From an optimization exercise on the open Yosys and OpenROAD flow, aimed at small area, a short achievable clock period and few clock cycles; shortcuts taken in it are not production practice. Function was checked by simulation only, so behaviour that the tests miss may differ from the original.

### flow/run.sh
#!/bin/bash
set -euo pipefail
sed 's/SETUP_SLACK_MARGIN=[0-9.]*/SETUP_SLACK_MARGIN=6.2/' standard.sh > standard_margin.sh
grep -q 'SETUP_SLACK_MARGIN=6.2' standard_margin.sh
bash standard_margin.sh > standard_run.log 2>&1
### config.mk
export PLATFORM = sky130hd
export DESIGN_NAME = lms_weight_top
export DESIGN_NICKNAME = lms_weight_top
export VERILOG_FILES = /design/flow/design.v
export SDC_FILE = /design/flow/constraint.sdc
export NUM_CORES = 4
export LEC_CHECK = 0
export CAP_MARGIN = 20
export CORE_MARGIN = 2
export CORE_UTILIZATION = 40
export SETUP_SLACK_MARGIN = 5
export SLEW_MARGIN = 20
### constraint.sdc
create_clock -name core_clock -period 10.0 [get_ports {clk}]
set_input_delay 2.0000 -clock core_clock [delete_from_list [all_inputs] [get_ports {clk}]]
set_output_delay 2.0000 -clock core_clock [all_outputs]
set_load 0.01 [all_outputs]
### design.v
package lms_pkg;
    typedef logic signed [14-1:0] sample_t;
    typedef logic signed [16-1:0] weight_t;
    typedef logic signed [29-1:0] prod_t;
    typedef logic [5-1:0] tap_t;
    typedef enum logic [1:0] {
        UPD_IDLE  = 2'd0,
        UPD_MUL   = 2'd1,
        UPD_DIV   = 2'd2,
        UPD_WRITE = 2'd3
    } upd_state_t;
endpackage
`timescale 1ns/1ps
module lms_req_fifo #(
    parameter int DW = 63
) (
    input  logic          clk,
    input  logic          rstn,
    input  logic          push,
    input  logic [DW-1:0] push_data,
    input  logic          pop,
    output logic          head_valid,
    output logic [DW-1:0] head_data
);
    logic          v0, v1;
    logic [DW-1:0] data1;
    logic          ld0, ld1;
    assign head_valid = v0;
    assign ld0 = pop ? (v1 | push) : (!v0 & push);
    assign ld1 = pop ? (v1 & push) : (v0 & !v1 & push);
    always_ff @(posedge clk or negedge rstn)
    begin
        if (!rstn)
        begin
            v0 <= 1'b0;
            v1 <= 1'b0;
        end
        else
        begin
            if (pop)
            begin
                v0 <= v1 | push;
                v1 <= v1 & push;
            end
            else if (!v0)
                v0 <= push;
            else if (!v1)
                v1 <= push;
        end
    end
    always_ff @(posedge clk)
    begin
        if (ld0)
            head_data <= (pop && v1) ? data1 : push_data;
        if (ld1)
            data1 <= push_data;
    end
endmodule
`timescale 1ns/1ps
module lms_step_divider (
    input  logic                    clk,
    input  logic                    rstn,
    input  logic                    load,
    input  logic [26:0]             ld_a,
    input  logic [28:0]             ld_b,
    input  logic [3:0]              ld_cnt,
    input  logic                    ld_neg,
    input  logic                    res_ok,
    output logic                    free,
    output logic                    res_valid,
    output lms_pkg::weight_t        res_q,
    output logic                    res_neg,
    output logic                    idle_nx,
    output logic                    last_nx,
    output logic                    resv_nx
);
    logic        busy;
    logic        fin;
    logic [3:0]  cnt;
    logic [26:0] r;
    logic [28:0] b;
    logic [15:0] q;
    logic        neg;
    logic [29:0] h1, h2, h3;
    logic [30:0] d1, d2, d3;
    logic        ge1, ge2, ge3;
    logic [26:0] r_next;
    logic [15:0] q_next;
    logic        last;
    assign h1 = {2'b0, b[28:1]};
    assign h2 = {1'b0, b};
    assign h3 = {1'b0, b} + {2'b0, b[28:1]};
    assign d1 = {4'b0, r} - {1'b0, h1};
    assign d2 = {4'b0, r} - {1'b0, h2};
    assign d3 = {4'b0, r} - {1'b0, h3};
    assign ge1 = !d1[30];
    assign ge2 = !d2[30];
    assign ge3 = !d3[30];
    always_comb
    begin
        if (ge3)
        begin
            r_next = d3[26:0];
            q_next = {q[13:0], 2'd3};
        end
        else if (ge2)
        begin
            r_next = d2[26:0];
            q_next = {q[13:0], 2'd2};
        end
        else if (ge1)
        begin
            r_next = d1[26:0];
            q_next = {q[13:0], 2'd1};
        end
        else
        begin
            r_next = r;
            q_next = {q[13:0], 2'd0};
        end
    end
    logic last_r;
    assign last      = busy && last_r;
    assign res_valid = last || fin;
    assign res_q     = fin ? q : q_next;
    assign res_neg   = neg;
    assign free      = !(busy || fin) || (res_valid && res_ok);
    logic busy_nx, fin_nx, last_r_nx;
    always_comb
    begin
        busy_nx = busy;
        fin_nx  = fin;
        if (load)
        begin
            busy_nx = 1'b1;
            fin_nx  = 1'b0;
        end
        else if (last)
        begin
            busy_nx = 1'b0;
            fin_nx  = !res_ok;
        end
        else if (fin && res_ok)
            fin_nx = 1'b0;
        last_r_nx = load ? (ld_cnt == 4'd1) : (cnt == 4'd2);
    end
    assign idle_nx = !busy_nx && !fin_nx;
    assign last_nx = busy_nx && last_r_nx;
    assign resv_nx = last_nx || fin_nx;
    always_ff @(posedge clk or negedge rstn)
    begin
        if (!rstn)
        begin
            busy <= 1'b0;
            fin  <= 1'b0;
        end
        else
        begin
            busy <= busy_nx;
            fin  <= fin_nx;
        end
    end
    always_ff @(posedge clk)
    begin
        last_r <= last_r_nx;
        if (load)
        begin
            cnt    <= ld_cnt;
            r      <= ld_a;
            b      <= ld_b;
        end
        else
        begin
            cnt    <= cnt - 1'b1;
            r      <= r_next;
            b      <= b >> 2;
        end
    end
    always_ff @(posedge clk)
    begin
        if (load)
        begin
            q   <= '0;
            neg <= ld_neg;
        end
        else if (busy)
            q   <= q_next;
    end
endmodule
`timescale 1ns/1ps
module lms_weight_bank (
    input  logic              clk,
    input  logic              rstn,
    input  logic              wr_en,
    input  lms_pkg::tap_t     wr_tap,
    input  lms_pkg::weight_t  wr_data,
    input  lms_pkg::tap_t     cur_tap,
    input  lms_pkg::tap_t     rd_tap,
    output lms_pkg::weight_t  cur_weight,
    output lms_pkg::weight_t  rd_weight
);
    lms_pkg::weight_t     weights [32];
    logic [32-1:0] vld;
    assign cur_weight = vld[cur_tap] ? weights[cur_tap] : '0;
    always_ff @(posedge clk or negedge rstn)
    begin
        if (!rstn)
            vld <= '0;
        else if (wr_en)
            vld[wr_tap] <= 1'b1;
    end
    always_ff @(posedge clk)
    begin
        if (wr_en)
            weights[wr_tap] <= wr_data;
    end
    always_ff @(posedge clk)
    begin
        rd_weight <= vld[rd_tap] ? weights[rd_tap] : '0;
    end
endmodule
`timescale 1ns/1ps
module lms_update_ctrl #(
    parameter int CQ_N = 6
) (
    input  logic                     clk,
    input  logic                     rstn,
    input  logic                     req_valid,
    input  logic                     s_valid,
    input  lms_pkg::tap_t            s_tap,
    input  logic                     s_es,
    input  logic [13:0]              s_ea,
    input  logic                     s_fs,
    input  logic [13:0]              s_fa,
    input  logic                     s_ns,
    input  logic [26:0]              s_na,
    output logic                     s_pop,
    output logic                     credit_return,
    output logic                     d_load,
    output logic [26:0]              d_a,
    output logic [28:0]              d_b,
    output logic [3:0]               d_cnt,
    output logic                     d_neg,
    input  logic                     d_res_valid,
    input  lms_pkg::weight_t         d_res_q,
    input  logic                     d_res_neg,
    output logic                     d_res_ok,
    input  logic                     d_idle_nx,
    input  logic                     d_last_nx,
    input  logic                     d_resv_nx,
    input  lms_pkg::weight_t         cur_weight,
    output lms_pkg::tap_t            cur_tap,
    output logic                     wr_en,
    output lms_pkg::tap_t            wr_tap,
    output lms_pkg::weight_t         wr_data,
    output logic                     upd_done,
    output lms_pkg::tap_t            upd_tap
);
    function automatic logic [3:0] blen14(input logic [13:0] x);
        blen14 = '0;
        for (int i = 0; i < 14; i++)
            if (x[i]) blen14 = i + 1;
    endfunction
    function automatic logic [4:0] blen27(input logic [26:0] x);
        blen27 = '0;
        for (int i = 0; i < 27; i++)
            if (x[i]) blen27 = i + 1;
    endfunction
    logic [3:0]  le, lf;
    logic [4:0]  ln;
    logic [5:0]  lsum;
    logic [5:0]  kk;
    logic [3:0]  cyc;
    logic        zero;
    logic [27:0] mul_s, mul_c;
    lms_umul14 mul_i (
        .a (s_ea),
        .b (s_fa),
        .s (mul_s),
        .c (mul_c)
    );
    assign le   = blen14(s_ea);
    assign lf   = blen14(s_fa);
    assign ln   = blen27(s_na);
    assign lsum = {2'b0, le} + {2'b0, lf};
    assign kk   = lsum + 6'd2 - {1'b0, ln};
    assign cyc  = kk[4:1];
    assign zero = (le == 4'd0) || (lf == 4'd0) || (ln == 5'd0) || ({1'b0, ln} > lsum);
    logic               p_valid;
    logic               p_zero;
    lms_pkg::tap_t      p_tap;
    logic               p_neg;
    logic [27:0]        p_ps;
    logic [27:0]        p_pc;
    logic [26:0]        p_na;
    logic [3:0]         p_cyc;
    logic p_go;
    logic d_free;
    logic p_go_nx;
    logic d_free_nx;
    logic p_zero_nx;
    logic upd_done_nx;
    logic res_ok_nx;
    logic cq_space;
    assign s_pop = s_valid && (!p_valid || p_go);
    assign p_valid_nx = s_pop || (p_valid && !p_go);
    always_ff @(posedge clk or negedge rstn)
    begin
        if (!rstn)
            p_valid <= 1'b0;
        else
            p_valid <= p_valid_nx;
    end
    always_ff @(posedge clk)
    begin
        if (s_pop)
        begin
            p_zero <= zero;
            p_tap  <= s_tap;
            p_neg  <= s_es ^ s_fs ^ s_ns;
            p_ps   <= mul_s;
            p_pc   <= mul_c;
            p_na   <= s_na;
            p_cyc  <= cyc;
        end
    end
    logic [27:0] p_mag;
    logic [26:0] p_a;
    logic [28:0] p_b;
    assign p_mag = p_ps + p_pc;
    assign p_a   = p_mag[26:0];
    assign p_b   = {1'b0, p_na, 1'b0} << {p_cyc - 4'd1, 1'b0};
    logic        m_valid;
    logic [26:0] m_a;
    logic [28:0] m_b;
    logic [3:0]  m_cyc;
    logic        m_neg;
    logic ld_m, ld_p, p_to_m;
    assign ld_m   = d_free && m_valid;
    assign ld_p   = d_free && !m_valid && p_valid && !p_zero && cq_space;
    assign p_to_m = p_go && !p_zero && !ld_p;
    assign m_valid_nx = p_to_m || (m_valid && !ld_m);
    always_ff @(posedge clk or negedge rstn)
    begin
        if (!rstn)
            m_valid <= 1'b0;
        else
            m_valid <= m_valid_nx;
    end
    always_ff @(posedge clk)
    begin
        if (p_to_m)
        begin
            m_a   <= p_a;
            m_b   <= p_b;
            m_cyc <= p_cyc;
            m_neg <= p_neg;
        end
    end
    assign d_load = ld_m || ld_p;
    assign d_a    = m_valid ? m_a   : p_a;
    assign d_b    = m_valid ? m_b   : p_b;
    assign d_cnt  = m_valid ? m_cyc : p_cyc;
    assign d_neg  = m_valid ? m_neg : p_neg;
    logic [1:0] owed;      
    logic [1:0] held;      
    logic [1:0] owed_nx;
    logic [1:0] held_nx;
    logic       pf_nx;
    logic       cr_nx;
    logic       p_valid_nx;
    logic       m_valid_nx;
    logic [CQ_N-1:0] cq_v_nx;
    logic [1:0] rr_v_nx;
    assign owed_nx = owed + {1'b0, req_valid} - {1'b0, credit_return};
    assign held_nx = held + {1'b0, req_valid} - {1'b0, p_go};
    assign pf_nx   = p_go_nx;
    assign cr_nx   = (owed_nx != 2'd0) && ((held_nx <= owed_nx) || (pf_nx && (held_nx == owed_nx + 2'd1)));
    always_ff @(posedge clk or negedge rstn)
    begin
        if (!rstn)
        begin
            owed          <= '0;
            held          <= '0;
            credit_return <= 1'b0;
        end
        else
        begin
            owed          <= owed_nx;
            held          <= held_nx;
            credit_return <= cr_nx;
        end
    end
    logic [1:0]       rr_v;
    logic [1:0][15:0] rr_q;
    logic [1:0]       rr_neg;
    logic             rr_take;
    logic             rr_put;
    logic [CQ_N-1:0]      cq_v;
    logic [CQ_N-1:0]      cq_div;
    logic [CQ_N-1:0][4:0] cq_tap;
    logic                 cq_pop;
    logic cq_div0_nx;
    assign upd_tap  = cq_tap[0];
    assign cq_pop   = upd_done;
    assign cq_space = !cq_v[CQ_N-1] || cq_pop;
    logic [CQ_N-1:0] cq_nv;    
    logic [CQ_N-1:0] cq_pv;    
    logic [CQ_N-1:0] cq_ins;   
    always_comb
    begin
        for (int i = 0; i < CQ_N; i++)
        begin
            cq_nv[i]  = cq_pop ? ((i + 1 < CQ_N) ? cq_v[(i + 1 < CQ_N) ? i + 1 : i] : 1'b0) : cq_v[i];
            cq_pv[i]  = (i == 0) ? 1'b1 : (cq_pop ? cq_v[i] : cq_v[(i > 0) ? i - 1 : 0]);
            cq_ins[i] = p_go && cq_pv[i] && !cq_nv[i];
        end
    end
    assign cq_v_nx    = cq_nv | cq_ins;
    assign upd_done_nx = cq_v_nx[0] && (!cq_div0_nx || rr_v_nx[0]);
    assign res_ok_nx   = !rr_v_nx[1] || (upd_done_nx && cq_div0_nx);
    assign d_free_nx   = d_idle_nx || (d_resv_nx && res_ok_nx);
    assign p_zero_nx   = s_pop ? zero : p_zero;
    assign p_go_nx     = p_valid_nx && (!cq_v_nx[CQ_N-1] || upd_done_nx) &&
                         (p_zero_nx || !m_valid_nx || d_free_nx);
    always_ff @(posedge clk or negedge rstn)
    begin
        if (!rstn)
        begin
            p_go   <= 1'b0;
            d_free <= 1'b1;
        end
        else
        begin
            p_go   <= p_go_nx;
            d_free <= d_free_nx;
        end
    end
    assign cq_div0_nx = cq_ins[0] ? !p_zero : (cq_pop ? cq_div[(CQ_N > 1) ? 1 : 0] : cq_div[0]);
    always_ff @(posedge clk or negedge rstn)
    begin
        if (!rstn)
        begin
            cq_v     <= '0;
            upd_done <= 1'b0;
        end
        else
        begin
            cq_v     <= cq_v_nx;
            upd_done <= upd_done_nx;
        end
    end
    always_ff @(posedge clk)
    begin
        for (int i = 0; i < CQ_N; i++)
        begin
            if (cq_ins[i])
            begin
                cq_tap[i] <= p_tap;
                cq_div[i] <= !p_zero;
            end
            else if (cq_pop)
            begin
                cq_tap[i] <= cq_tap[(i + 1 < CQ_N) ? i + 1 : i];
                cq_div[i] <= cq_div[(i + 1 < CQ_N) ? i + 1 : i];
            end
        end
    end
    assign rr_take  = upd_done && cq_div[0];
    assign d_res_ok = !rr_v[1] || rr_take;
    assign rr_put   = d_res_valid && d_res_ok;
    always_comb
    begin
        case ({rr_put, rr_take})
            2'b10:   rr_v_nx = {rr_v[0], 1'b1};
            2'b01:   rr_v_nx = {1'b0, rr_v[1]};
            default: rr_v_nx = rr_v;
        endcase
    end
    always_ff @(posedge clk or negedge rstn)
    begin
        if (!rstn)
            rr_v <= '0;
        else
            rr_v <= rr_v_nx;
    end
    always_ff @(posedge clk)
    begin
        if (rr_take)
        begin
            rr_q[0]   <= rr_v[1] ? rr_q[1] : d_res_q;
            rr_neg[0] <= rr_v[1] ? rr_neg[1] : d_res_neg;
        end
        else if (rr_put && !rr_v[0])
        begin
            rr_q[0]   <= d_res_q;
            rr_neg[0] <= d_res_neg;
        end
        if (rr_put && (rr_take ? rr_v[1] : rr_v[0]))
        begin
            rr_q[1]   <= d_res_q;
            rr_neg[1] <= d_res_neg;
        end
    end
    lms_pkg::tap_t    next_tap;
    lms_pkg::weight_t cw;
    logic [1:0][4:0] cq_tap_nx;
    always_comb
    begin
        for (int i = 0; i < 2; i++)
            cq_tap_nx[i] = cq_ins[i] ? p_tap : (cq_pop ? cq_tap[i + 1] : cq_tap[i]);
    end
    always_ff @(posedge clk)
    begin
        next_tap <= upd_done_nx ? cq_tap_nx[1] : cq_tap_nx[0];
    end
    assign cur_tap  = next_tap;
    always_ff @(posedge clk)
    begin
        if (wr_en && (wr_tap == next_tap))
            cw <= wr_data;
        else
            cw <= cur_weight;
    end
    assign wr_en   = rr_take;
    assign wr_tap  = cq_tap[0];
    assign wr_data = cw + (rr_q[0] ^ {16{rr_neg[0]}}) + {15'd0, rr_neg[0]};
endmodule
module lms_umul14 (
    input  logic [13:0] a,
    input  logic [13:0] b,
    output logic [27:0] s,
    output logic [27:0] c
);
    logic t1, t2, t3, t4, t5, t6, t7, t8, t9, t10, t11, t12, t13, t14, t15, t16, t17, t18, t19, t20, t21, t22, t23, t24, t25, t26, t27, t28, t29, t30, t31, t32, t33, t34, t35, t36, t37, t38, t39, t40, t41, t42, t43, t44, t45, t46, t47, t48, t49, t50, t51, t52, t53, t54, t55, t56, t57, t58, t59, t60, t61, t62, t63, t64, t65, t66, t67, t68, t69, t70, t71, t72, t73, t74, t75, t76, t77, t78, t79, t80, t81, t82, t83, t84, t85, t86, t87, t88, t89, t90, t91, t92, t93, t94, t95, t96, t97, t98, t99, t100, t101, t102, t103, t104, t105, t106, t107, t108, t109, t110, t111, t112, t113, t114, t115, t116, t117, t118, t119, t120, t121, t122, t123, t124, t125, t126, t127, t128, t129, t130, t131, t132, t133, t134, t135, t136, t137, t138, t139, t140, t141, t142, t143, t144, t145, t146, t147, t148, t149, t150, t151, t152, t153, t154, t155, t156, t157, t158, t159, t160, t161, t162, t163, t164, t165, t166, t167, t168, t169, t170, t171, t172, t173, t174, t175, t176, t177, t178, t179, t180, t181, t182, t183, t184, t185, t186, t187, t188, t189, t190, t191, t192, t193, t194, t195, t196, t197, t198, t199, t200, t201, t202, t203, t204, t205, t206, t207, t208, t209, t210, t211, t212, t213, t214, t215, t216, t217, t218, t219, t220, t221, t222, t223, t224, t225, t226, t227, t228, t229, t230, t231, t232, t233, t234, t235, t236, t237, t238, t239, t240, t241, t242, t243, t244, t245, t246, t247, t248, t249, t250, t251, t252, t253, t254, t255, t256, t257, t258, t259, t260, t261, t262, t263, t264, t265, t266, t267, t268, t269, t270, t271, t272, t273, t274, t275, t276, t277, t278, t279, t280, t281, t282, t283, t284, t285, t286, t287, t288, t289, t290, t291, t292, t293, t294, t295, t296, t297, t298, t299, t300, t301, t302, t303, t304, t305, t306, t307, t308, t309, t310, t311, t312, t313, t314, t315, t316, t317, t318, t319, t320, t321, t322, t323, t324, t325, t326, t327, t328, t329, t330, t331, t332, t333, t334, t335, t336, t337, t338, t339, t340, t341, t342, t343, t344, t345, t346, t347, t348, t349, t350, t351, t352, t353, t354, t355, t356, t357, t358, t359, t360, t361, t362, t363, t364, t365, t366, t367, t368, t369, t370, t371, t372, t373, t374, t375, t376, t377, t378, t379, t380, t381, t382, t383, t384, t385, t386, t387, t388, t389, t390, t391, t392, t393, t394, t395, t396, t397, t398, t399, t400, t401, t402, t403, t404, t405, t406, t407, t408, t409, t410, t411, t412, t413, t414, t415, t416, t417, t418, t419, t420, t421, t422, t423, t424, t425, t426, t427, t428, t429, t430, t431, t432, t433, t434, t435, t436, t437, t438, t439, t440, t441, t442, t443, t444, t445, t446, t447, t448, t449, t450, t451, t452, t453, t454, t455, t456, t457, t458, t459, t460, t461, t462, t463, t464, t465, t466, t467, t468, t469, t470, t471, t472, t473, t474, t475, t476, t477, t478, t479, t480, t481, t482, t483, t484, t485, t486, t487, t488, t489, t490, t491, t492, t493, t494, t495, t496, t497, t498, t499, t500, t501, t502, t503, t504, t505, t506, t507, t508;
    assign t1 = (a[0] & b[0]);
    assign t2 = (a[0] & b[1]);
    assign t3 = (a[1] & b[0]);
    assign t4 = (a[0] & b[2]);
    assign t5 = (a[1] & b[1]);
    assign t6 = (a[2] & b[0]);
    assign t7 = (a[0] & b[3]);
    assign t8 = (a[1] & b[2]);
    assign t9 = (a[2] & b[1]);
    assign t10 = (a[3] & b[0]);
    assign t11 = (a[0] & b[4]);
    assign t12 = (a[1] & b[3]);
    assign t13 = (a[2] & b[2]);
    assign t14 = (a[3] & b[1]);
    assign t15 = (a[4] & b[0]);
    assign t16 = (a[0] & b[5]);
    assign t17 = (a[1] & b[4]);
    assign t18 = (a[2] & b[3]);
    assign t19 = (a[3] & b[2]);
    assign t20 = (a[4] & b[1]);
    assign t21 = (a[5] & b[0]);
    assign t22 = (a[0] & b[6]);
    assign t23 = (a[1] & b[5]);
    assign t24 = (a[2] & b[4]);
    assign t25 = (a[3] & b[3]);
    assign t26 = (a[4] & b[2]);
    assign t27 = (a[5] & b[1]);
    assign t28 = (a[6] & b[0]);
    assign t29 = (a[0] & b[7]);
    assign t30 = (a[1] & b[6]);
    assign t31 = (a[2] & b[5]);
    assign t32 = (a[3] & b[4]);
    assign t33 = (a[4] & b[3]);
    assign t34 = (a[5] & b[2]);
    assign t35 = (a[6] & b[1]);
    assign t36 = (a[7] & b[0]);
    assign t37 = (a[0] & b[8]);
    assign t38 = (a[1] & b[7]);
    assign t39 = (a[2] & b[6]);
    assign t40 = (a[3] & b[5]);
    assign t41 = (a[4] & b[4]);
    assign t42 = (a[5] & b[3]);
    assign t43 = (a[6] & b[2]);
    assign t44 = (a[7] & b[1]);
    assign t45 = (a[8] & b[0]);
    assign t46 = (a[0] & b[9]);
    assign t47 = (a[1] & b[8]);
    assign t48 = (a[2] & b[7]);
    assign t49 = (a[3] & b[6]);
    assign t50 = (a[4] & b[5]);
    assign t51 = (a[5] & b[4]);
    assign t52 = (a[6] & b[3]);
    assign t53 = (a[7] & b[2]);
    assign t54 = (a[8] & b[1]);
    assign t55 = (a[9] & b[0]);
    assign t56 = (a[0] & b[10]);
    assign t57 = (a[1] & b[9]);
    assign t58 = (a[2] & b[8]);
    assign t59 = (a[3] & b[7]);
    assign t60 = (a[4] & b[6]);
    assign t61 = (a[5] & b[5]);
    assign t62 = (a[6] & b[4]);
    assign t63 = (a[7] & b[3]);
    assign t64 = (a[8] & b[2]);
    assign t65 = (a[9] & b[1]);
    assign t66 = (a[10] & b[0]);
    assign t67 = (a[0] & b[11]);
    assign t68 = (a[1] & b[10]);
    assign t69 = (a[2] & b[9]);
    assign t70 = (a[3] & b[8]);
    assign t71 = (a[4] & b[7]);
    assign t72 = (a[5] & b[6]);
    assign t73 = (a[6] & b[5]);
    assign t74 = (a[7] & b[4]);
    assign t75 = (a[8] & b[3]);
    assign t76 = (a[9] & b[2]);
    assign t77 = (a[10] & b[1]);
    assign t78 = (a[11] & b[0]);
    assign t79 = (a[0] & b[12]);
    assign t80 = (a[1] & b[11]);
    assign t81 = (a[2] & b[10]);
    assign t82 = (a[3] & b[9]);
    assign t83 = (a[4] & b[8]);
    assign t84 = (a[5] & b[7]);
    assign t85 = (a[6] & b[6]);
    assign t86 = (a[7] & b[5]);
    assign t87 = (a[8] & b[4]);
    assign t88 = (a[9] & b[3]);
    assign t89 = (a[10] & b[2]);
    assign t90 = (a[11] & b[1]);
    assign t91 = (a[12] & b[0]);
    assign t92 = (a[0] & b[13]);
    assign t93 = (a[1] & b[12]);
    assign t94 = (a[2] & b[11]);
    assign t95 = (a[3] & b[10]);
    assign t96 = (a[4] & b[9]);
    assign t97 = (a[5] & b[8]);
    assign t98 = (a[6] & b[7]);
    assign t99 = (a[7] & b[6]);
    assign t100 = (a[8] & b[5]);
    assign t101 = (a[9] & b[4]);
    assign t102 = (a[10] & b[3]);
    assign t103 = (a[11] & b[2]);
    assign t104 = (a[12] & b[1]);
    assign t105 = (a[13] & b[0]);
    assign t106 = (a[1] & b[13]);
    assign t107 = (a[2] & b[12]);
    assign t108 = (a[3] & b[11]);
    assign t109 = (a[4] & b[10]);
    assign t110 = (a[5] & b[9]);
    assign t111 = (a[6] & b[8]);
    assign t112 = (a[7] & b[7]);
    assign t113 = (a[8] & b[6]);
    assign t114 = (a[9] & b[5]);
    assign t115 = (a[10] & b[4]);
    assign t116 = (a[11] & b[3]);
    assign t117 = (a[12] & b[2]);
    assign t118 = (a[13] & b[1]);
    assign t119 = (a[2] & b[13]);
    assign t120 = (a[3] & b[12]);
    assign t121 = (a[4] & b[11]);
    assign t122 = (a[5] & b[10]);
    assign t123 = (a[6] & b[9]);
    assign t124 = (a[7] & b[8]);
    assign t125 = (a[8] & b[7]);
    assign t126 = (a[9] & b[6]);
    assign t127 = (a[10] & b[5]);
    assign t128 = (a[11] & b[4]);
    assign t129 = (a[12] & b[3]);
    assign t130 = (a[13] & b[2]);
    assign t131 = (a[3] & b[13]);
    assign t132 = (a[4] & b[12]);
    assign t133 = (a[5] & b[11]);
    assign t134 = (a[6] & b[10]);
    assign t135 = (a[7] & b[9]);
    assign t136 = (a[8] & b[8]);
    assign t137 = (a[9] & b[7]);
    assign t138 = (a[10] & b[6]);
    assign t139 = (a[11] & b[5]);
    assign t140 = (a[12] & b[4]);
    assign t141 = (a[13] & b[3]);
    assign t142 = (a[4] & b[13]);
    assign t143 = (a[5] & b[12]);
    assign t144 = (a[6] & b[11]);
    assign t145 = (a[7] & b[10]);
    assign t146 = (a[8] & b[9]);
    assign t147 = (a[9] & b[8]);
    assign t148 = (a[10] & b[7]);
    assign t149 = (a[11] & b[6]);
    assign t150 = (a[12] & b[5]);
    assign t151 = (a[13] & b[4]);
    assign t152 = (a[5] & b[13]);
    assign t153 = (a[6] & b[12]);
    assign t154 = (a[7] & b[11]);
    assign t155 = (a[8] & b[10]);
    assign t156 = (a[9] & b[9]);
    assign t157 = (a[10] & b[8]);
    assign t158 = (a[11] & b[7]);
    assign t159 = (a[12] & b[6]);
    assign t160 = (a[13] & b[5]);
    assign t161 = (a[6] & b[13]);
    assign t162 = (a[7] & b[12]);
    assign t163 = (a[8] & b[11]);
    assign t164 = (a[9] & b[10]);
    assign t165 = (a[10] & b[9]);
    assign t166 = (a[11] & b[8]);
    assign t167 = (a[12] & b[7]);
    assign t168 = (a[13] & b[6]);
    assign t169 = (a[7] & b[13]);
    assign t170 = (a[8] & b[12]);
    assign t171 = (a[9] & b[11]);
    assign t172 = (a[10] & b[10]);
    assign t173 = (a[11] & b[9]);
    assign t174 = (a[12] & b[8]);
    assign t175 = (a[13] & b[7]);
    assign t176 = (a[8] & b[13]);
    assign t177 = (a[9] & b[12]);
    assign t178 = (a[10] & b[11]);
    assign t179 = (a[11] & b[10]);
    assign t180 = (a[12] & b[9]);
    assign t181 = (a[13] & b[8]);
    assign t182 = (a[9] & b[13]);
    assign t183 = (a[10] & b[12]);
    assign t184 = (a[11] & b[11]);
    assign t185 = (a[12] & b[10]);
    assign t186 = (a[13] & b[9]);
    assign t187 = (a[10] & b[13]);
    assign t188 = (a[11] & b[12]);
    assign t189 = (a[12] & b[11]);
    assign t190 = (a[13] & b[10]);
    assign t191 = (a[11] & b[13]);
    assign t192 = (a[12] & b[12]);
    assign t193 = (a[13] & b[11]);
    assign t194 = (a[12] & b[13]);
    assign t195 = (a[13] & b[12]);
    assign t196 = (a[13] & b[13]);
    assign t197 = t92 ^ t93;
    assign t198 = t92 & t93;
    assign t199 = t106 ^ t107;
    assign t200 = t106 & t107;
    assign t201 = t46 ^ t47;
    assign t202 = t46 & t47;
    assign t203 = t56 ^ t57 ^ t58;
    assign t204 = (t56 & t57) | (t56 & t58) | (t57 & t58);
    assign t205 = t59 ^ t60;
    assign t206 = t59 & t60;
    assign t207 = t67 ^ t68 ^ t69;
    assign t208 = (t67 & t68) | (t67 & t69) | (t68 & t69);
    assign t209 = t70 ^ t71 ^ t72;
    assign t210 = (t70 & t71) | (t70 & t72) | (t71 & t72);
    assign t211 = t73 ^ t74;
    assign t212 = t73 & t74;
    assign t213 = t79 ^ t80 ^ t81;
    assign t214 = (t79 & t80) | (t79 & t81) | (t80 & t81);
    assign t215 = t82 ^ t83 ^ t84;
    assign t216 = (t82 & t83) | (t82 & t84) | (t83 & t84);
    assign t217 = t85 ^ t86 ^ t87;
    assign t218 = (t85 & t86) | (t85 & t87) | (t86 & t87);
    assign t219 = t88 ^ t89;
    assign t220 = t88 & t89;
    assign t221 = t197 ^ t94 ^ t95;
    assign t222 = (t197 & t94) | (t197 & t95) | (t94 & t95);
    assign t223 = t96 ^ t97 ^ t98;
    assign t224 = (t96 & t97) | (t96 & t98) | (t97 & t98);
    assign t225 = t99 ^ t100 ^ t101;
    assign t226 = (t99 & t100) | (t99 & t101) | (t100 & t101);
    assign t227 = t102 ^ t103 ^ t104;
    assign t228 = (t102 & t103) | (t102 & t104) | (t103 & t104);
    assign t229 = t199 ^ t108 ^ t109;
    assign t230 = (t199 & t108) | (t199 & t109) | (t108 & t109);
    assign t231 = t110 ^ t111 ^ t112;
    assign t232 = (t110 & t111) | (t110 & t112) | (t111 & t112);
    assign t233 = t113 ^ t114 ^ t115;
    assign t234 = (t113 & t114) | (t113 & t115) | (t114 & t115);
    assign t235 = t116 ^ t117 ^ t118;
    assign t236 = (t116 & t117) | (t116 & t118) | (t117 & t118);
    assign t237 = t119 ^ t120 ^ t121;
    assign t238 = (t119 & t120) | (t119 & t121) | (t120 & t121);
    assign t239 = t122 ^ t123 ^ t124;
    assign t240 = (t122 & t123) | (t122 & t124) | (t123 & t124);
    assign t241 = t125 ^ t126 ^ t127;
    assign t242 = (t125 & t126) | (t125 & t127) | (t126 & t127);
    assign t243 = t128 ^ t129 ^ t130;
    assign t244 = (t128 & t129) | (t128 & t130) | (t129 & t130);
    assign t245 = t131 ^ t132 ^ t133;
    assign t246 = (t131 & t132) | (t131 & t133) | (t132 & t133);
    assign t247 = t134 ^ t135 ^ t136;
    assign t248 = (t134 & t135) | (t134 & t136) | (t135 & t136);
    assign t249 = t137 ^ t138 ^ t139;
    assign t250 = (t137 & t138) | (t137 & t139) | (t138 & t139);
    assign t251 = t142 ^ t143 ^ t144;
    assign t252 = (t142 & t143) | (t142 & t144) | (t143 & t144);
    assign t253 = t145 ^ t146 ^ t147;
    assign t254 = (t145 & t146) | (t145 & t147) | (t146 & t147);
    assign t255 = t152 ^ t153 ^ t154;
    assign t256 = (t152 & t153) | (t152 & t154) | (t153 & t154);
    assign t257 = t22 ^ t23;
    assign t258 = t22 & t23;
    assign t259 = t29 ^ t30 ^ t31;
    assign t260 = (t29 & t30) | (t29 & t31) | (t30 & t31);
    assign t261 = t32 ^ t33;
    assign t262 = t32 & t33;
    assign t263 = t37 ^ t38 ^ t39;
    assign t264 = (t37 & t38) | (t37 & t39) | (t38 & t39);
    assign t265 = t40 ^ t41 ^ t42;
    assign t266 = (t40 & t41) | (t40 & t42) | (t41 & t42);
    assign t267 = t43 ^ t44;
    assign t268 = t43 & t44;
    assign t269 = t201 ^ t48 ^ t49;
    assign t270 = (t201 & t48) | (t201 & t49) | (t48 & t49);
    assign t271 = t50 ^ t51 ^ t52;
    assign t272 = (t50 & t51) | (t50 & t52) | (t51 & t52);
    assign t273 = t53 ^ t54 ^ t55;
    assign t274 = (t53 & t54) | (t53 & t55) | (t54 & t55);
    assign t275 = t203 ^ t205 ^ t61;
    assign t276 = (t203 & t205) | (t203 & t61) | (t205 & t61);
    assign t277 = t62 ^ t63 ^ t64;
    assign t278 = (t62 & t63) | (t62 & t64) | (t63 & t64);
    assign t279 = t65 ^ t66 ^ t202;
    assign t280 = (t65 & t66) | (t65 & t202) | (t66 & t202);
    assign t281 = t207 ^ t209 ^ t211;
    assign t282 = (t207 & t209) | (t207 & t211) | (t209 & t211);
    assign t283 = t75 ^ t76 ^ t77;
    assign t284 = (t75 & t76) | (t75 & t77) | (t76 & t77);
    assign t285 = t78 ^ t204 ^ t206;
    assign t286 = (t78 & t204) | (t78 & t206) | (t204 & t206);
    assign t287 = t213 ^ t215 ^ t217;
    assign t288 = (t213 & t215) | (t213 & t217) | (t215 & t217);
    assign t289 = t219 ^ t90 ^ t91;
    assign t290 = (t219 & t90) | (t219 & t91) | (t90 & t91);
    assign t291 = t208 ^ t210 ^ t212;
    assign t292 = (t208 & t210) | (t208 & t212) | (t210 & t212);
    assign t293 = t221 ^ t223 ^ t225;
    assign t294 = (t221 & t223) | (t221 & t225) | (t223 & t225);
    assign t295 = t227 ^ t105 ^ t214;
    assign t296 = (t227 & t105) | (t227 & t214) | (t105 & t214);
    assign t297 = t216 ^ t218 ^ t220;
    assign t298 = (t216 & t218) | (t216 & t220) | (t218 & t220);
    assign t299 = t229 ^ t231 ^ t233;
    assign t300 = (t229 & t231) | (t229 & t233) | (t231 & t233);
    assign t301 = t235 ^ t198 ^ t222;
    assign t302 = (t235 & t198) | (t235 & t222) | (t198 & t222);
    assign t303 = t224 ^ t226 ^ t228;
    assign t304 = (t224 & t226) | (t224 & t228) | (t226 & t228);
    assign t305 = t237 ^ t239 ^ t241;
    assign t306 = (t237 & t239) | (t237 & t241) | (t239 & t241);
    assign t307 = t243 ^ t200 ^ t230;
    assign t308 = (t243 & t200) | (t243 & t230) | (t200 & t230);
    assign t309 = t232 ^ t234 ^ t236;
    assign t310 = (t232 & t234) | (t232 & t236) | (t234 & t236);
    assign t311 = t245 ^ t247 ^ t249;
    assign t312 = (t245 & t247) | (t245 & t249) | (t247 & t249);
    assign t313 = t140 ^ t141 ^ t238;
    assign t314 = (t140 & t141) | (t140 & t238) | (t141 & t238);
    assign t315 = t240 ^ t242 ^ t244;
    assign t316 = (t240 & t242) | (t240 & t244) | (t242 & t244);
    assign t317 = t251 ^ t253 ^ t148;
    assign t318 = (t251 & t253) | (t251 & t148) | (t253 & t148);
    assign t319 = t149 ^ t150 ^ t151;
    assign t320 = (t149 & t150) | (t149 & t151) | (t150 & t151);
    assign t321 = t246 ^ t248 ^ t250;
    assign t322 = (t246 & t248) | (t246 & t250) | (t248 & t250);
    assign t323 = t255 ^ t155 ^ t156;
    assign t324 = (t255 & t155) | (t255 & t156) | (t155 & t156);
    assign t325 = t157 ^ t158 ^ t159;
    assign t326 = (t157 & t158) | (t157 & t159) | (t158 & t159);
    assign t327 = t160 ^ t252 ^ t254;
    assign t328 = (t160 & t252) | (t160 & t254) | (t252 & t254);
    assign t329 = t161 ^ t162 ^ t163;
    assign t330 = (t161 & t162) | (t161 & t163) | (t162 & t163);
    assign t331 = t164 ^ t165 ^ t166;
    assign t332 = (t164 & t165) | (t164 & t166) | (t165 & t166);
    assign t333 = t167 ^ t168 ^ t256;
    assign t334 = (t167 & t168) | (t167 & t256) | (t168 & t256);
    assign t335 = t169 ^ t170 ^ t171;
    assign t336 = (t169 & t170) | (t169 & t171) | (t170 & t171);
    assign t337 = t172 ^ t173 ^ t174;
    assign t338 = (t172 & t173) | (t172 & t174) | (t173 & t174);
    assign t339 = t176 ^ t177 ^ t178;
    assign t340 = (t176 & t177) | (t176 & t178) | (t177 & t178);
    assign t341 = t11 ^ t12;
    assign t342 = t11 & t12;
    assign t343 = t16 ^ t17 ^ t18;
    assign t344 = (t16 & t17) | (t16 & t18) | (t17 & t18);
    assign t345 = t19 ^ t20;
    assign t346 = t19 & t20;
    assign t347 = t257 ^ t24 ^ t25;
    assign t348 = (t257 & t24) | (t257 & t25) | (t24 & t25);
    assign t349 = t26 ^ t27 ^ t28;
    assign t350 = (t26 & t27) | (t26 & t28) | (t27 & t28);
    assign t351 = t259 ^ t261 ^ t34;
    assign t352 = (t259 & t261) | (t259 & t34) | (t261 & t34);
    assign t353 = t35 ^ t36 ^ t258;
    assign t354 = (t35 & t36) | (t35 & t258) | (t36 & t258);
    assign t355 = t263 ^ t265 ^ t267;
    assign t356 = (t263 & t265) | (t263 & t267) | (t265 & t267);
    assign t357 = t45 ^ t260 ^ t262;
    assign t358 = (t45 & t260) | (t45 & t262) | (t260 & t262);
    assign t359 = t269 ^ t271 ^ t273;
    assign t360 = (t269 & t271) | (t269 & t273) | (t271 & t273);
    assign t361 = t264 ^ t266 ^ t268;
    assign t362 = (t264 & t266) | (t264 & t268) | (t266 & t268);
    assign t363 = t275 ^ t277 ^ t279;
    assign t364 = (t275 & t277) | (t275 & t279) | (t277 & t279);
    assign t365 = t270 ^ t272 ^ t274;
    assign t366 = (t270 & t272) | (t270 & t274) | (t272 & t274);
    assign t367 = t281 ^ t283 ^ t285;
    assign t368 = (t281 & t283) | (t281 & t285) | (t283 & t285);
    assign t369 = t276 ^ t278 ^ t280;
    assign t370 = (t276 & t278) | (t276 & t280) | (t278 & t280);
    assign t371 = t287 ^ t289 ^ t291;
    assign t372 = (t287 & t289) | (t287 & t291) | (t289 & t291);
    assign t373 = t282 ^ t284 ^ t286;
    assign t374 = (t282 & t284) | (t282 & t286) | (t284 & t286);
    assign t375 = t293 ^ t295 ^ t297;
    assign t376 = (t293 & t295) | (t293 & t297) | (t295 & t297);
    assign t377 = t288 ^ t290 ^ t292;
    assign t378 = (t288 & t290) | (t288 & t292) | (t290 & t292);
    assign t379 = t299 ^ t301 ^ t303;
    assign t380 = (t299 & t301) | (t299 & t303) | (t301 & t303);
    assign t381 = t294 ^ t296 ^ t298;
    assign t382 = (t294 & t296) | (t294 & t298) | (t296 & t298);
    assign t383 = t305 ^ t307 ^ t309;
    assign t384 = (t305 & t307) | (t305 & t309) | (t307 & t309);
    assign t385 = t300 ^ t302 ^ t304;
    assign t386 = (t300 & t302) | (t300 & t304) | (t302 & t304);
    assign t387 = t311 ^ t313 ^ t315;
    assign t388 = (t311 & t313) | (t311 & t315) | (t313 & t315);
    assign t389 = t306 ^ t308 ^ t310;
    assign t390 = (t306 & t308) | (t306 & t310) | (t308 & t310);
    assign t391 = t317 ^ t319 ^ t321;
    assign t392 = (t317 & t319) | (t317 & t321) | (t319 & t321);
    assign t393 = t312 ^ t314 ^ t316;
    assign t394 = (t312 & t314) | (t312 & t316) | (t314 & t316);
    assign t395 = t323 ^ t325 ^ t327;
    assign t396 = (t323 & t325) | (t323 & t327) | (t325 & t327);
    assign t397 = t318 ^ t320 ^ t322;
    assign t398 = (t318 & t320) | (t318 & t322) | (t320 & t322);
    assign t399 = t329 ^ t331 ^ t333;
    assign t400 = (t329 & t331) | (t329 & t333) | (t331 & t333);
    assign t401 = t324 ^ t326 ^ t328;
    assign t402 = (t324 & t326) | (t324 & t328) | (t326 & t328);
    assign t403 = t335 ^ t337 ^ t175;
    assign t404 = (t335 & t337) | (t335 & t175) | (t337 & t175);
    assign t405 = t330 ^ t332 ^ t334;
    assign t406 = (t330 & t332) | (t330 & t334) | (t332 & t334);
    assign t407 = t339 ^ t179 ^ t180;
    assign t408 = (t339 & t179) | (t339 & t180) | (t179 & t180);
    assign t409 = t181 ^ t336 ^ t338;
    assign t410 = (t181 & t336) | (t181 & t338) | (t336 & t338);
    assign t411 = t182 ^ t183 ^ t184;
    assign t412 = (t182 & t183) | (t182 & t184) | (t183 & t184);
    assign t413 = t185 ^ t186 ^ t340;
    assign t414 = (t185 & t186) | (t185 & t340) | (t186 & t340);
    assign t415 = t187 ^ t188 ^ t189;
    assign t416 = (t187 & t188) | (t187 & t189) | (t188 & t189);
    assign t417 = t7 ^ t8;
    assign t418 = t7 & t8;
    assign t419 = t341 ^ t13 ^ t14;
    assign t420 = (t341 & t13) | (t341 & t14) | (t13 & t14);
    assign t421 = t343 ^ t345 ^ t21;
    assign t422 = (t343 & t345) | (t343 & t21) | (t345 & t21);
    assign t423 = t347 ^ t349 ^ t344;
    assign t424 = (t347 & t349) | (t347 & t344) | (t349 & t344);
    assign t425 = t351 ^ t353 ^ t348;
    assign t426 = (t351 & t353) | (t351 & t348) | (t353 & t348);
    assign t427 = t355 ^ t357 ^ t352;
    assign t428 = (t355 & t357) | (t355 & t352) | (t357 & t352);
    assign t429 = t359 ^ t361 ^ t356;
    assign t430 = (t359 & t361) | (t359 & t356) | (t361 & t356);
    assign t431 = t363 ^ t365 ^ t360;
    assign t432 = (t363 & t365) | (t363 & t360) | (t365 & t360);
    assign t433 = t367 ^ t369 ^ t364;
    assign t434 = (t367 & t369) | (t367 & t364) | (t369 & t364);
    assign t435 = t371 ^ t373 ^ t368;
    assign t436 = (t371 & t373) | (t371 & t368) | (t373 & t368);
    assign t437 = t375 ^ t377 ^ t372;
    assign t438 = (t375 & t377) | (t375 & t372) | (t377 & t372);
    assign t439 = t379 ^ t381 ^ t376;
    assign t440 = (t379 & t381) | (t379 & t376) | (t381 & t376);
    assign t441 = t383 ^ t385 ^ t380;
    assign t442 = (t383 & t385) | (t383 & t380) | (t385 & t380);
    assign t443 = t387 ^ t389 ^ t384;
    assign t444 = (t387 & t389) | (t387 & t384) | (t389 & t384);
    assign t445 = t391 ^ t393 ^ t388;
    assign t446 = (t391 & t393) | (t391 & t388) | (t393 & t388);
    assign t447 = t395 ^ t397 ^ t392;
    assign t448 = (t395 & t397) | (t395 & t392) | (t397 & t392);
    assign t449 = t399 ^ t401 ^ t396;
    assign t450 = (t399 & t401) | (t399 & t396) | (t401 & t396);
    assign t451 = t403 ^ t405 ^ t400;
    assign t452 = (t403 & t405) | (t403 & t400) | (t405 & t400);
    assign t453 = t407 ^ t409 ^ t404;
    assign t454 = (t407 & t409) | (t407 & t404) | (t409 & t404);
    assign t455 = t411 ^ t413 ^ t408;
    assign t456 = (t411 & t413) | (t411 & t408) | (t413 & t408);
    assign t457 = t415 ^ t190 ^ t412;
    assign t458 = (t415 & t190) | (t415 & t412) | (t190 & t412);
    assign t459 = t191 ^ t192 ^ t193;
    assign t460 = (t191 & t192) | (t191 & t193) | (t192 & t193);
    assign t461 = t4 ^ t5;
    assign t462 = t4 & t5;
    assign t463 = t417 ^ t9 ^ t10;
    assign t464 = (t417 & t9) | (t417 & t10) | (t9 & t10);
    assign t465 = t419 ^ t15 ^ t418;
    assign t466 = (t419 & t15) | (t419 & t418) | (t15 & t418);
    assign t467 = t421 ^ t342 ^ t420;
    assign t468 = (t421 & t342) | (t421 & t420) | (t342 & t420);
    assign t469 = t423 ^ t346 ^ t422;
    assign t470 = (t423 & t346) | (t423 & t422) | (t346 & t422);
    assign t471 = t425 ^ t350 ^ t424;
    assign t472 = (t425 & t350) | (t425 & t424) | (t350 & t424);
    assign t473 = t427 ^ t354 ^ t426;
    assign t474 = (t427 & t354) | (t427 & t426) | (t354 & t426);
    assign t475 = t429 ^ t358 ^ t428;
    assign t476 = (t429 & t358) | (t429 & t428) | (t358 & t428);
    assign t477 = t431 ^ t362 ^ t430;
    assign t478 = (t431 & t362) | (t431 & t430) | (t362 & t430);
    assign t479 = t433 ^ t366 ^ t432;
    assign t480 = (t433 & t366) | (t433 & t432) | (t366 & t432);
    assign t481 = t435 ^ t370 ^ t434;
    assign t482 = (t435 & t370) | (t435 & t434) | (t370 & t434);
    assign t483 = t437 ^ t374 ^ t436;
    assign t484 = (t437 & t374) | (t437 & t436) | (t374 & t436);
    assign t485 = t439 ^ t378 ^ t438;
    assign t486 = (t439 & t378) | (t439 & t438) | (t378 & t438);
    assign t487 = t441 ^ t382 ^ t440;
    assign t488 = (t441 & t382) | (t441 & t440) | (t382 & t440);
    assign t489 = t443 ^ t386 ^ t442;
    assign t490 = (t443 & t386) | (t443 & t442) | (t386 & t442);
    assign t491 = t445 ^ t390 ^ t444;
    assign t492 = (t445 & t390) | (t445 & t444) | (t390 & t444);
    assign t493 = t447 ^ t394 ^ t446;
    assign t494 = (t447 & t394) | (t447 & t446) | (t394 & t446);
    assign t495 = t449 ^ t398 ^ t448;
    assign t496 = (t449 & t398) | (t449 & t448) | (t398 & t448);
    assign t497 = t451 ^ t402 ^ t450;
    assign t498 = (t451 & t402) | (t451 & t450) | (t402 & t450);
    assign t499 = t453 ^ t406 ^ t452;
    assign t500 = (t453 & t406) | (t453 & t452) | (t406 & t452);
    assign t501 = t455 ^ t410 ^ t454;
    assign t502 = (t455 & t410) | (t455 & t454) | (t410 & t454);
    assign t503 = t457 ^ t414 ^ t456;
    assign t504 = (t457 & t414) | (t457 & t456) | (t414 & t456);
    assign t505 = t459 ^ t416 ^ t458;
    assign t506 = (t459 & t416) | (t459 & t458) | (t416 & t458);
    assign t507 = t194 ^ t195 ^ t460;
    assign t508 = (t194 & t195) | (t194 & t460) | (t195 & t460);
    assign s = {1'b0, t196, t507, t505, t503, t501, t499, t497, t495, t493, t491, t489, t487, t485, t483, t481, t479, t477, t475, t473, t471, t469, t467, t465, t463, t461, t2, t1};
    assign c = {1'b0, t508, t506, t504, t502, t500, t498, t496, t494, t492, t490, t488, t486, t484, t482, t480, t478, t476, t474, t472, t470, t468, t466, t464, t462, t6, t3, 1'b0};
endmodule
`timescale 1ns/1ps
module lms_weight_top (
    input  logic                     clk,
    input  logic                     rstn,
    input  logic                     req_valid,
    input  lms_pkg::tap_t            req_tap,
    input  lms_pkg::sample_t         req_err,
    input  lms_pkg::sample_t         req_ref,
    input  logic [32-1:0]  req_power,
    input  lms_pkg::tap_t            rd_tap,
    output logic                     credit_return,
    output logic                     upd_done,
    output lms_pkg::tap_t            upd_tap,
    output lms_pkg::weight_t         rd_weight
);
    logic                     s_valid;
    logic                     s_pop;
    logic [62:0]              push_data;
    logic [62:0]              s_data;
    logic [13:0]              req_ea, req_fa;
    logic [26:0]              req_na;
    logic [26:0]              req_nrm;
    assign req_nrm   = req_power[32-1:5];
    assign req_ea    = req_err[13] ? -req_err : req_err;
    assign req_fa    = req_ref[13] ? -req_ref : req_ref;
    assign req_na    = req_nrm[26] ? -req_nrm : req_nrm;
    assign push_data = {req_tap, req_err[13], req_ea, req_ref[13], req_fa, req_nrm[26], req_na};
    logic                     d_load;
    logic [26:0]              d_a;
    logic [28:0]              d_b;
    logic [3:0]               d_cnt;
    logic                     d_neg;
    logic                     d_free;
    logic                     d_res_valid;
    lms_pkg::weight_t         d_res_q;
    logic                     d_res_neg;
    logic                     d_res_ok;
    logic                     d_idle_nx;
    logic                     d_last_nx;
    logic                     d_resv_nx;
    lms_pkg::tap_t            cur_tap;
    lms_pkg::weight_t         cur_weight;
    logic                     wr_en;
    lms_pkg::tap_t            wr_tap;
    lms_pkg::weight_t         wr_data;
    lms_req_fifo #(.DW(63)) fifo_i (
        .clk        (clk),
        .rstn       (rstn),
        .push       (req_valid),
        .push_data  (push_data),
        .pop        (s_pop),
        .head_valid (s_valid),
        .head_data  (s_data)
    );
    lms_update_ctrl ctrl_i (
        .clk           (clk),
        .rstn          (rstn),
        .req_valid     (req_valid),
        .s_valid       (s_valid),
        .s_tap         (s_data[62:58]),
        .s_es          (s_data[57]),
        .s_ea          (s_data[56:43]),
        .s_fs          (s_data[42]),
        .s_fa          (s_data[41:28]),
        .s_ns          (s_data[27]),
        .s_na          (s_data[26:0]),
        .s_pop         (s_pop),
        .credit_return (credit_return),
        .d_load        (d_load),
        .d_a           (d_a),
        .d_b           (d_b),
        .d_cnt         (d_cnt),
        .d_neg         (d_neg),
        .d_res_valid   (d_res_valid),
        .d_res_q       (d_res_q),
        .d_res_neg     (d_res_neg),
        .d_res_ok      (d_res_ok),
        .d_idle_nx     (d_idle_nx),
        .d_last_nx     (d_last_nx),
        .d_resv_nx     (d_resv_nx),
        .cur_weight    (cur_weight),
        .cur_tap       (cur_tap),
        .wr_en         (wr_en),
        .wr_tap        (wr_tap),
        .wr_data       (wr_data),
        .upd_done      (upd_done),
        .upd_tap       (upd_tap)
    );
    lms_step_divider div_i (
        .clk       (clk),
        .rstn      (rstn),
        .load      (d_load),
        .ld_a      (d_a),
        .ld_b      (d_b),
        .ld_cnt    (d_cnt),
        .ld_neg    (d_neg),
        .res_ok    (d_res_ok),
        .free      (),
        .res_valid (d_res_valid),
        .res_q     (d_res_q),
        .res_neg   (d_res_neg),
        .idle_nx   (d_idle_nx),
        .last_nx   (d_last_nx),
        .resv_nx   (d_resv_nx)
    );
    lms_weight_bank bank_i (
        .clk        (clk),
        .rstn       (rstn),
        .wr_en      (wr_en),
        .wr_tap     (wr_tap),
        .wr_data    (wr_data),
        .cur_tap    (cur_tap),
        .rd_tap     (rd_tap),
        .cur_weight (cur_weight),
        .rd_weight  (rd_weight)
    );
endmodule
### standard.sh
#!/bin/bash
# synth_recipe.tcl (not shown) runs the flow's synth.tcl, then flattens the netlist and writes it again
# the make line also repeats each setting of config.mk as NAME=value (left out here)
make -C /OpenROAD-flow-scripts/flow DESIGN_CONFIG=/design/flow/config.mk WORK_HOME=/design/flow/orfs CLKGATE_MAP_FILE= SYNTH_SCRIPT=/design/flow/synth_recipe.tcl "${@:-finish}"
==> impl_metrics.tcl, run 1 <==
set metrics [dict create \
    status "no timing/DRC/antenna violations" \
    place_inst 5975 \
    floorplan.initialDensity_pct 40.2 \
    htreeDepth 3 \
    yosys.area_share.adder_pct 9.88 \
    ys_types 90 \
    required_ps 10650 \
    grt_antenna_before_repair 0 \
    dp_hpwl_mm 87.7 \
    syn_inst 4109 \
    io_pins 96 \
    syn_area_per_cell_sq_um 14.0 \
    finalHoldViolCount 0 \
    yosys_warnings 4 \
    drc_errors 0 \
    antenna-diode-count 0 \
    design_area_sq_um 67400 \
    nNetsFinal 4766 \
    cts_tree "yes" \
    tightest_slew_ps 989 \
    synth_compound_area_share_pct 7.34 \
    grt_pass1_wl_mm 213 \
    avgRoutedWirePerCell_microns 22.2 \
    synthSimpleGateAreaFrac_pct 7.62 \
    crit_type "reg2reg" \
    synth.area.mux_share_pct 17.7 \
    finalWirelength_mm 141 \
    relSlewSlack_pct 33.9 \
    drive_above_1_share_pct 26.1 \
    rows 139 \
    multi_input_area_sq_um 27400 \
    vias_per_cell 5.56 \
    slew_violations 0 \
    grt_max_degree 66 \
    setup_viol 0 \
    vias 35300 \
    synthXorXnorAreaFrac_pct 2.85 \
    synth_flop_cell "edfxtp_1" \
    placed_cell_area_sq_um 60900 \
    drt_first_pass_iters 6 \
    clkTransAtPathRegs_ps 60 \
    ys_seq_area_share_pct 51.6 \
    post-route-period-util_pct 40.3 \
    cts-root-buf "clkbuf_16" \
    cts_made_buffers 109 \
    core_sq_um 143000 \
    final_common_cell "edfxtp_1" \
    rsz0062_at_grt "yes" \
    area_growth_pct 17.5 \
    setup.worst_path.end_class "flop" \
    antenna_left 0 \
    cts_sinks 1028 \
    maxCapViolations 0 \
    arrival_ps 4680 \
    syn_nets 4530 \
    ys_ff_latch 1028 \
    regArea_sq_um 29600 \
    async_flop_share_pct 5.25 \
    hp-class "reg2reg" \
    nFillCells 12500 \
    clockBufferDepth 3 \
    gr-total-overflow 0 \
    gp_congestion 0.841 \
    layout_common_cells "edfxtp_1, mux4_2, nor2_1" \
    dieArea_sq_um 147000 \
    hold_buffers 0 \
    min_period_ps 4030 \
    grt_usage_pct 18.9 \
    finClkSkew_ps 84.8 \
    timing.setup.tns_ps 0 \
    drt_iter0_markers 2926 \
    synth_area_sq_um 57400 \
    fmax_mhz 248 \
    synth_top_family_by_area "multiplexers" \
    grt_pass1_vias 35700 \
    crit_fanout 2 \
    die_h_microns 383 \
    clock_latency_ps 780 \
    die_w_microns 383 \
    port_buffers 90 \
    synth-edff-count 875 \
    layoutNonFillerInstCount 6343 \
    worstSetupStartpointType "flop" \
]
per-stage QoR:
step / hold WS, ps / util (%) / setup WS [ps]
2_1_floorplan: 400 / - / 5780
3_3_place_gp: 402 / 42.6 / 4670
3_5_place_dp: 410 / 42.6 / 4730
4_1_cts: 430 / 46.2 / 5990
5_1_grt: 437 / 47.2 / 5770
6_report: 431 / 47.2 / 5970
Yosys cell counts, drive strengths merged (11+ instances only):
cell     count  area [sq um]
o21bai      27           206
dfrtp       53          1330
clkbuf     133           499
fa         176          3520
nand3       39           195
o211ai      16           120
buf         69           342
edfxtp     875         26300
a31oi       28           181
nor3b       12          95.1
o31a        12           114
o21a        20           150
and2       163          1020
nor3        51           255
mux2       108          1220
o2bb2ai     11          96.3
o21ai      152           768
a211oi      32           250
o41ai       11           104
nand2b      36           225
a21oi      162           811
a21o        74           556
ha         172          2150
mux2i      116          1160
xnor2      124          1090
nor4        18           119
o31ai       20           160
nor2b       30           195
or3         17           106
nand2      222           833
dfxtp       99          1980
xor2        63           552
nor2       266           998
mux4       346          7790
a22oi       11          82.6
inv        237           890
layer usage:
layer | routed length, microns | vias to the layer above | GRT usage, %
met2 | 67000 | 1103 | 30.5
met1 | 61300 | 17900 | 26.4
li1 | - | 16000 | -
met4 | 4150 | 0 | 5.96
met3 | 8330 | 247 | 2.68
met5 | 0 | - | 0
critical path, stage by stage, from the launching register on:
cell and delay [ps]:
edfxtp_1 410, nand2b_4 160, a21oi_2 130, o21bai_1 100, a21oi_1 150, o21bai_1 120
a221oi_2 290, ha_2 240, fa_1 420, inv_2 100, ha_4 130, inv_2 30
o21bai_1 120, a21o_1 140, a21oi_2 50, nor2b_1 130, o22ai_2 100, o2111ai_2 150
o22a_1 240, nor3b_4 70, or4_4 530, a21oi_2 150
state kept, by name, indices dropped and copies added (netlist names), 4 cells and up:
signal            cells
bank_i.rd_weight     16
bank_i.vld           32
bank_i.weights      512
ctrl_i.cq_div         6
ctrl_i.cq_tap        30
ctrl_i.cq_v           6
ctrl_i.cw            16
ctrl_i.m_a           27
ctrl_i.m_b           28
ctrl_i.m_cyc          4
ctrl_i.next_tap       5
ctrl_i.p_cyc          4
ctrl_i.p_na          27
ctrl_i.p_pc          26
ctrl_i.p_ps          27
ctrl_i.p_tap          5
ctrl_i.rr_q          32
div_i.b              29
div_i.cnt             4
div_i.q              16
div_i.r              27
fifo_i.data1         63
fifo_i.head_data     63
path summary, 6_finish.rpt:
path,startpoint,end,slack (ps),cells after the start
setup reg to reg,fifo_i.head_data[44]$_DFFE_PP_,ctrl_i.credit_return$_DFF_PN0_,5970,21
min in group asynchronous,rstn,bank_i.vld[21]$_DFFE_PN0P_,1400,2
setup / recovery,fifo_i.head_data[44]$_DFFE_PP_,ctrl_i.credit_return$_DFF_PN0_,5970,21
hold reg to reg,fifo_i.head_data[59]$_DFFE_PP_,ctrl_i.p_tap[1]$_DFFE_PP_,430,0
hold / removal,fifo_i.head_data[59]$_DFFE_PP_,ctrl_i.p_tap[1]$_DFFE_PP_,430,0
max in group asynchronous,rstn,div_i.busy$_DFF_PN0_,8020,2
logic make-up after synthesis:
logic type	after synthesis
AOI/OAI and AO/OA	638
and+or+nand+nor	898
DFF	1028
adders and majority gates	348
muxes	570
xor gates and xnor gates	187
buffers and inverters	440
final cells by class:
type | instances | share of cell area, %
clock buffers | 138 | 4.42
clock inverters | 68 | 1.34
inverters | 238 | 1.33
multi-input cells | 2643 | 40.6
flip-flops and latches | 1028 | 43.9
well taps | 1903 | 3.53
repair buffers | 325 | 4.83
what timing repair did:
item                       CTS  global route
gates cloned                 4             7
gates resized for setup    137           199
setup buffers               94            57
setup endpoints to repair  256           156
pin swaps                   65           103
Testbench counts, summed over its fixed seeds: cycles 4,479.
==> inputs of run 2 (changes only) <==
--- a/config.mk
+++ b/config.mk
@@ -9,4 +9,5 @@
 export CORE_MARGIN = 2
 export CORE_UTILIZATION = 40
+export CTS_BUF_LIST = sky130_fd_sc_hd__clkbuf_8
 export SETUP_SLACK_MARGIN = 5
 export SLEW_MARGIN = 20
==> impl_metrics.tcl, run 2 <==
set metrics [dict create \
    status "no timing/DRC/antenna violations" \
    htreeDepth 4 \
    gp_congestion 0.841 \
    vias_per_cell 5.54 \
    grt_pass1_wl_mm 215 \
    cts_made_buffers 170 \
    clkTransAtPathRegs_ps 60 \
    regArea_sq_um 29600 \
    synth_flop_cell "edfxtp_1" \
    post-route-period-util_pct 40.8 \
    relSlewSlack_pct 33.9 \
    fmax_mhz 245 \
    area_growth_pct 16.9 \
    gr-total-overflow 0 \
    antenna_left 0 \
    netlist.area_leader.share_pct 45.8 \
    drc_errors 0 \
    cts_sinks 1028 \
    min_period_ps 4080 \
    setup_viol 0 \
    finClkSkew_ps 78.1 \
    nNetsFinal 4829 \
    clockBufferDepth 3 \
    worstSetupStartpointType "flop" \
    nFillCells 12600 \
    synthTopCellsByCount "edfxtp_1, mux4_2, nor2_1" \
    finalWirelength_mm 142 \
    ys_types 90 \
    clock_latency_ps 950 \
    syn_area_per_cell_sq_um 14.0 \
    die_h_microns 383 \
    grt_max_degree 74 \
    vias 35800 \
    core_sq_um 143000 \
    hold_buffers 0 \
    crit_type "reg2reg" \
    cts_tree "yes" \
    required_ps 10840 \
    dpl_worst_slack_ps 4730 \
    largest_register_ffs 512 \
    grt_antenna_before_repair 4 \
    final_common_cell "edfxtp_1" \
    crit_fanout 2 \
    arrival_ps 4910 \
    reg_top3 "bank_i.weights x512, fifo_i.data1 x63, fifo_i.head_data x63" \
    avgRoutedWirePerCell_microns 21.9 \
    die_w_microns 383 \
    async_flop_share_pct 5.25 \
    drive_above_1_share_pct 26.4 \
    grt_pass1_vias 36500 \
    regMostFlops "bank_i.weights" \
    syn_inst 4109 \
    synth_area_sq_um 57400 \
    tightest_slew_ps 991 \
    dieArea_sq_um 147000 \
    drt_iter0_markers 3072 \
    drt_first_pass_iters 5 \
    setup_ws_ps 5920 \
    floorplan.initialDensity_pct 40.2 \
    post-synth-top-count-cell "edfxtp_1" \
    ys_ff_latch 1028 \
    layout_common_cells "edfxtp_1, mux4_2, inv_1" \
    yosys_warnings 4 \
    io_pins 96 \
    rsz0062_at_grt "yes" \
    hold_ws_ps 427 \
    maxCapViolations 0 \
    slew_violations 0 \
    setup.worst_path.end_class "flop" \
    cts-root-buf "clkbuf_8" \
    synth-edff-count 875 \
    dp_hpwl_mm 87.7 \
    synthTopCellsByArea "edfxtp_1, mux4_2, fa_1" \
    timing.setup.tns_ps 0 \
    multi_input_area_sq_um 27400 \
    yosys.area.top_type "edfxtp_1" \
    grt_usage_pct 19.1 \
    rows 139 \
    port_buffers 90 \
    ys_seq_area_share_pct 51.6 \
    syn_nets 4530 \
    finalHoldViolCount 0 \
    hp-class "reg2reg" \
]
-- run 2: cell types whose count changed in the layout (fill, tap and decap cells not counted), moves of 5 or more --
cell             previous run  this run
clkbuf_8                   10       186
clkbuf_16                 117         7
inv_1                     199       252
clkinv_1                   11        33
clkbuf_1                   17         0
clkdlybuf4s50_1            68        56
buf_4                     171       182
dlygate4sd2_1               6        17
clkinvlp_4                 11         2
o21ai_0                   116       122
buf_12                     22        17
clkbuf_2                    5         0
o21ai_1                    24        19
-- run 2: final timing paths --
check,start,endpoint,slack (ps),cells after the start
max in group asynchronous,rstn,div_i.busy$_DFF_PN0_,8180,2
hold / removal,fifo_i.head_data[60]$_DFFE_PP_,ctrl_i.p_tap[2]$_DFFE_PP_,430,0
setup / recovery,fifo_i.head_data[44]$_DFFE_PP_,ctrl_i.credit_return$_DFF_PN0_,5920,22
setup reg to reg,fifo_i.head_data[44]$_DFFE_PP_,ctrl_i.credit_return$_DFF_PN0_,5920,22
hold reg to reg,fifo_i.head_data[60]$_DFFE_PP_,ctrl_i.p_tap[2]$_DFFE_PP_,430,0
min in group asynchronous,rstn,bank_i.vld[21]$_DFFE_PN0P_,1240,2
-- run 2: worst max-delay path, cell delays in order, from the launching register on --
cell	delay, ps
edfxtp_1	420
buf_6	150
buf_4	130
nor2_1	90
nor3_1	50
nor3_1	130
nor3_1	90
nor3_2	320
o31ai_4	130
fa_2	550
inv_2	50
ha_4	260
inv_2	30
o21bai_1	120
a21o_1	140
a21oi_2	50
nor2b_1	130
o22ai_2	90
o2111ai_2	140
o22a_1	250
nor3b_4	80
or4_4	500
a21oi_2	140
-- run 2: cells by family after synthesis --
kind of cell	after synthesis	share of synthesized area, %
compound gates	638	7.34
fa+ha+maj	348	9.88
xor+xnor	187	2.85
mux	570	17.7
flops	1028	51.6
simple gates	898	7.62
buf+inv	440	3.02
-- run 2: area by class of cell --
cell class,instances,area share [%]
inverter,238,1.34
timing repair buffer,326,4.77
clock inverter,132,1.56
sequential,1028,44.2
multi-input combinational,2644,40.8
antenna,4,0.0149
tap,1903,3.55
clock buffer,186,3.81
-- run 2: through the flow --
step,instances,utilization (%),cell area (sq um)
finish,6461,47.0,67100
global route,6461,47.0,67100
CTS,6400,46.0,65800
detailed placement,5975,42.6,60900
global placement,5975,42.6,60900
floorplan,4109,-,57700
-- run 2: per-layer routing --
layer	GRT usage (%)	routed length [microns]	part of all wire, %
met5	0	12	0.0085
met4	6.42	4200	3.0
met3	3.22	8730	6.2
met2	30.7	67800	48
met1	26.2	61000	43
-- run 2: timing repair --
item / CTS / global route
resized for setup: 153 / 166
endpoints found under the setup margin: 297 / 157
buffers inserted: 102 / 48
cloned: 5 / 9
pin swaps: 52 / 75

==> port drivers added, routing unchanged <==
How much do the figures lean on ideal ports? The routed layouts below were timed once more, with nothing changed but the port constraints. Step 1 (the two cells are an assumption about what drives the block):
set clk [get_ports {clk}]
set_driving_cell -lib_cell sky130_fd_sc_hd__clkbuf_16 $clk
set_driving_cell -lib_cell sky130_fd_sc_hd__buf_2 [delete_from_list [all_inputs] $clk]
Step 2 adds t to the input delays and takes it off the output delays; t is the mean of the earliest and latest rising clock arrival at the registers after step 1. Input paths then give back, and output paths get back, about the clock's delay inside the block. a / b / c = ideal ports / drivers / drivers and shift; a / b = the first two.
| run | t, ns | setup slack, ns | clock arrival spread, ns | cell pins on the clock port's net |
|---|---|---|---|---|
| run 1 | 0.812 | 5.969 / 5.969 / 5.503 | 0.090 / 0.090 | 1 |
| run 2 | 0.974 | 5.924 / 5.924 / 5.337 | 0.100 / 0.100 | 1 |
After both steps every run listed still meets setup and hold. For run 2, which loses most, drivers alone change the setup slack by 0.000 ns; drivers and shift together by -0.587 ns.
